This is an optimization exercise on Yosys and OpenROAD, whose aim is a short achievable clock period and few clock cycles per item, not a production implementation. The RTL was checked by simulation tests, not by an equivalence proof against the original design. The flow treats the clock pin as an ideal source, which a real chip does not have. Power is estimated from default activity; no workload was simulated.

==> flow/design.v (excerpt) <==
module binary_max_heap_insert_top #(
  parameter int DEPTH = bmhi_pkg::DEPTH_DEFAULT
) (
  input  wire                              clk,
  input  wire                              rst,
  input  wire                              s_axis_tvalid,
  output logic                             s_axis_tready,
  input  wire  [bmhi_pkg::IN_DATA_W-1:0]   s_axis_tdata,
  input  wire  [bmhi_pkg::OP_W-1:0]        s_axis_tuser,
  output logic                             m_axis_tvalid,
  input  wire                              m_axis_tready,
  output logic [bmhi_pkg::OUT_DATA_W-1:0]  m_axis_tdata,
  output logic                             m_axis_tuser,
  input  wire                              cfg_valid,
  output logic                             cfg_ready,
  input  wire  [bmhi_pkg::CNT_W-1:0]       cfg_data
);
For scale: ~5200 cells after synthesis, ~1500 flip-flops, roughly 130 I/O pins.
Settings: LEC_CHECK=0, ABC_CLOCK_PERIOD_IN_PS=2200, CAP_MARGIN=20, CORE_MARGIN=2, CORE_UTILIZATION=70, SETUP_SLACK_MARGIN=3.8, SLEW_MARGIN=20, TNS_END_PERCENT=100; clock period 6.0 ns.
standard.sh (not shown) runs the stock make flow with config.mk's settings and CLKGATE_MAP_FILE= SYNTH_SCRIPT=/design/flow/synth_recipe.tcl, a recipe that flattens the netlist after the stock synthesis.
==> flow/flow/run.sh <==
#!/bin/bash
# Standard layout with three changes: the port buffers are buf_8 cells;
# timing repair may pick any cell of the same function (not only ones with
# the same footprint); and after clock tree synthesis the tree's single root
# buffer is split into four root buffers, one per quadrant of the tree, all
# fed by the clock port, then high-fanout nets are rebuffered to at most
# 24 loads and timing repaired again (flow/split_root.tcl). Each step's output goes to a
# log file of its own.
set -euo pipefail
bash standard.sh synth > synth.log 2>&1
bash standard.sh finish MATCH_CELL_FOOTPRINT=0 \
  "BUFFER_PORTS_ARGS=-buffer_cell sky130_fd_sc_hd__buf_8" \
  "POST_CTS_TCL=$PWD/flow/split_root.tcl" > layout.log 2>&1
==> flow/flow/split_root.tcl <==
# Runs after CTS (POST_CTS_TCL). The clock tree's root buffer drives the
# whole top level of the tree; split it into four clkbuf_16 roots, each
# driving the top-level buffers of one quadrant, all fed by the clock port.
# The tree stays balanced: every register still sees the same number of
# buffer levels, with a shorter top level.
set block [ord::get_db_block]
set root [$block findInst clkbuf_0_clk]
if {$root == "NULL"} { error "split_root: no root buffer clkbuf_0_clk" }
set in_net  [[$root findITerm A] getNet]
set out_net [[$root findITerm X] getNet]
set loads {}
foreach it [$out_net getITerms] {
  if {[$it getIoType] == "INPUT"} { lappend loads $it }
}
set n [llength $loads]
puts "split_root: root drives $n loads"
if {$n < 4} { error "split_root: too few loads" }
# split the loads into four groups by x, then y, median
proc xy {it} {
  set b [[$it getInst] getBBox]
  return [list [expr {([$b xMin] + [$b xMax]) / 2}] [expr {([$b yMin] + [$b yMax]) / 2}]]
}
set byx [lsort -integer -index 1 [lmap it $loads {list $it [lindex [xy $it] 0] [lindex [xy $it] 1]}]]
set half [expr {$n / 2}]
set groups {}
foreach part [list [lrange $byx 0 [expr {$half - 1}]] [lrange $byx $half end]] {
  set byy [lsort -integer -index 2 $part]
  set h [expr {[llength $byy] / 2}]
  lappend groups [lrange $byy 0 [expr {$h - 1}]] [lrange $byy $h end]
}
set master [[ord::get_db] findMaster sky130_fd_sc_hd__clkbuf_16]
set g 0
foreach grp $groups {
  set sx 0; set sy 0
  foreach e $grp { incr sx [lindex $e 1]; incr sy [lindex $e 2] }
  set cx [expr {$sx / [llength $grp]}]
  set cy [expr {$sy / [llength $grp]}]
  set inst [odb::dbInst_create $block $master "clkroot_$g"]
  set net  [odb::dbNet_create $block "clkroot_net_$g"]
  $net setSigType CLOCK
  [$inst findITerm A] connect $in_net
  [$inst findITerm X] connect $net
  foreach e $grp {
    set it [lindex $e 0]
    $it disconnect
    $it connect $net
  }
  $inst setLocation $cx $cy
  $inst setPlacementStatus PLACED
  puts "split_root: clkroot_$g drives [llength $grp] loads at $cx $cy"
  incr g
}
# the old root is left driving nothing: remove it and its net
[$root findITerm A] disconnect
[$root findITerm X] disconnect
odb::dbInst_destroy $root
odb::dbNet_destroy $out_net
detailed_placement
# repair timing again, now with the final clock tree; first split the
# loads of high-fanout signal nets over more buffers
estimate_parasitics -placement
set_max_fanout 24 [current_design]
repair_design_helper
detailed_placement
estimate_parasitics -placement
repair_timing_helper
detailed_placement
check_placement -verbose
estimate_parasitics -placement
report_clock_min_period
The baseline produced a clean layout.
Testbench counts at the start, summed over its fixed seeds: cycles 4,824, items 4,800.
Next try:
--- a/flow/flow/run.sh
+++ b/flow/flow/run.sh
@@ -4,6 +4,5 @@
 # the same footprint); and after clock tree synthesis the tree's single root
 # buffer is split into four root buffers, one per quadrant of the tree, all
-# fed by the clock port, then high-fanout nets are rebuffered to at most
-# 24 loads and timing repaired again (flow/split_root.tcl). Each step's output goes to a
+# fed by the clock port (flow/split_root.tcl). Each step's output goes to a
 # log file of its own.
 set -euo pipefail
--- a/flow/flow/split_root.tcl
+++ b/flow/flow/split_root.tcl
@@ -57,10 +57,5 @@
 odb::dbNet_destroy $out_net
 detailed_placement
-# repair timing again, now with the final clock tree; first split the
-# loads of high-fanout signal nets over more buffers
-estimate_parasitics -placement
-set_max_fanout 24 [current_design]
-repair_design_helper
-detailed_placement
+# repair timing again, now with the final clock tree
 estimate_parasitics -placement
 repair_timing_helper
After rerunning: Global-route usage is lower by 4.0 points. Wire length goes down by a little under a tenth. Total power falls slightly. Sequential power hardly moves. Setup slack is better by 0.014 ns. Area after synthesis stays the same. Fmax goes up slightly. Sequential share of layout area went up by 1.0 points. Utilization came out lower by 1.6 points.

afterwards: timing with drivers on the ports:
In the flow no input, the clock included, has a driving cell. The finished layouts below were timed again as built, in two steps. Step 1 assumes that a clkbuf_16 drives the clock port and a buf_2 every other input. Step 2, shift: input delay + t, output delay - t, t = (earliest + latest rising clock arrival at the registers) / 2. This alone moves slack from input paths to output paths. Slacks: no drivers / after step 1 / after step 2; pairs: no drivers / after step 1.
run	t (ns)	setup slack, ns	worst setup path at the end	worst slew at a driven data input, ns	pins driven straight from the clock port
the first run	0.720	3.586 / 3.586 / 3.091	input to register	0.11	4
the second run	0.716	3.599 / 3.599 / 3.197	input to register	0.11	4
After both steps every run listed still meets setup and hold. For the first run, which loses most, drivers alone change the setup slack by 0.000 ns; drivers and shift together by -0.495 ns.
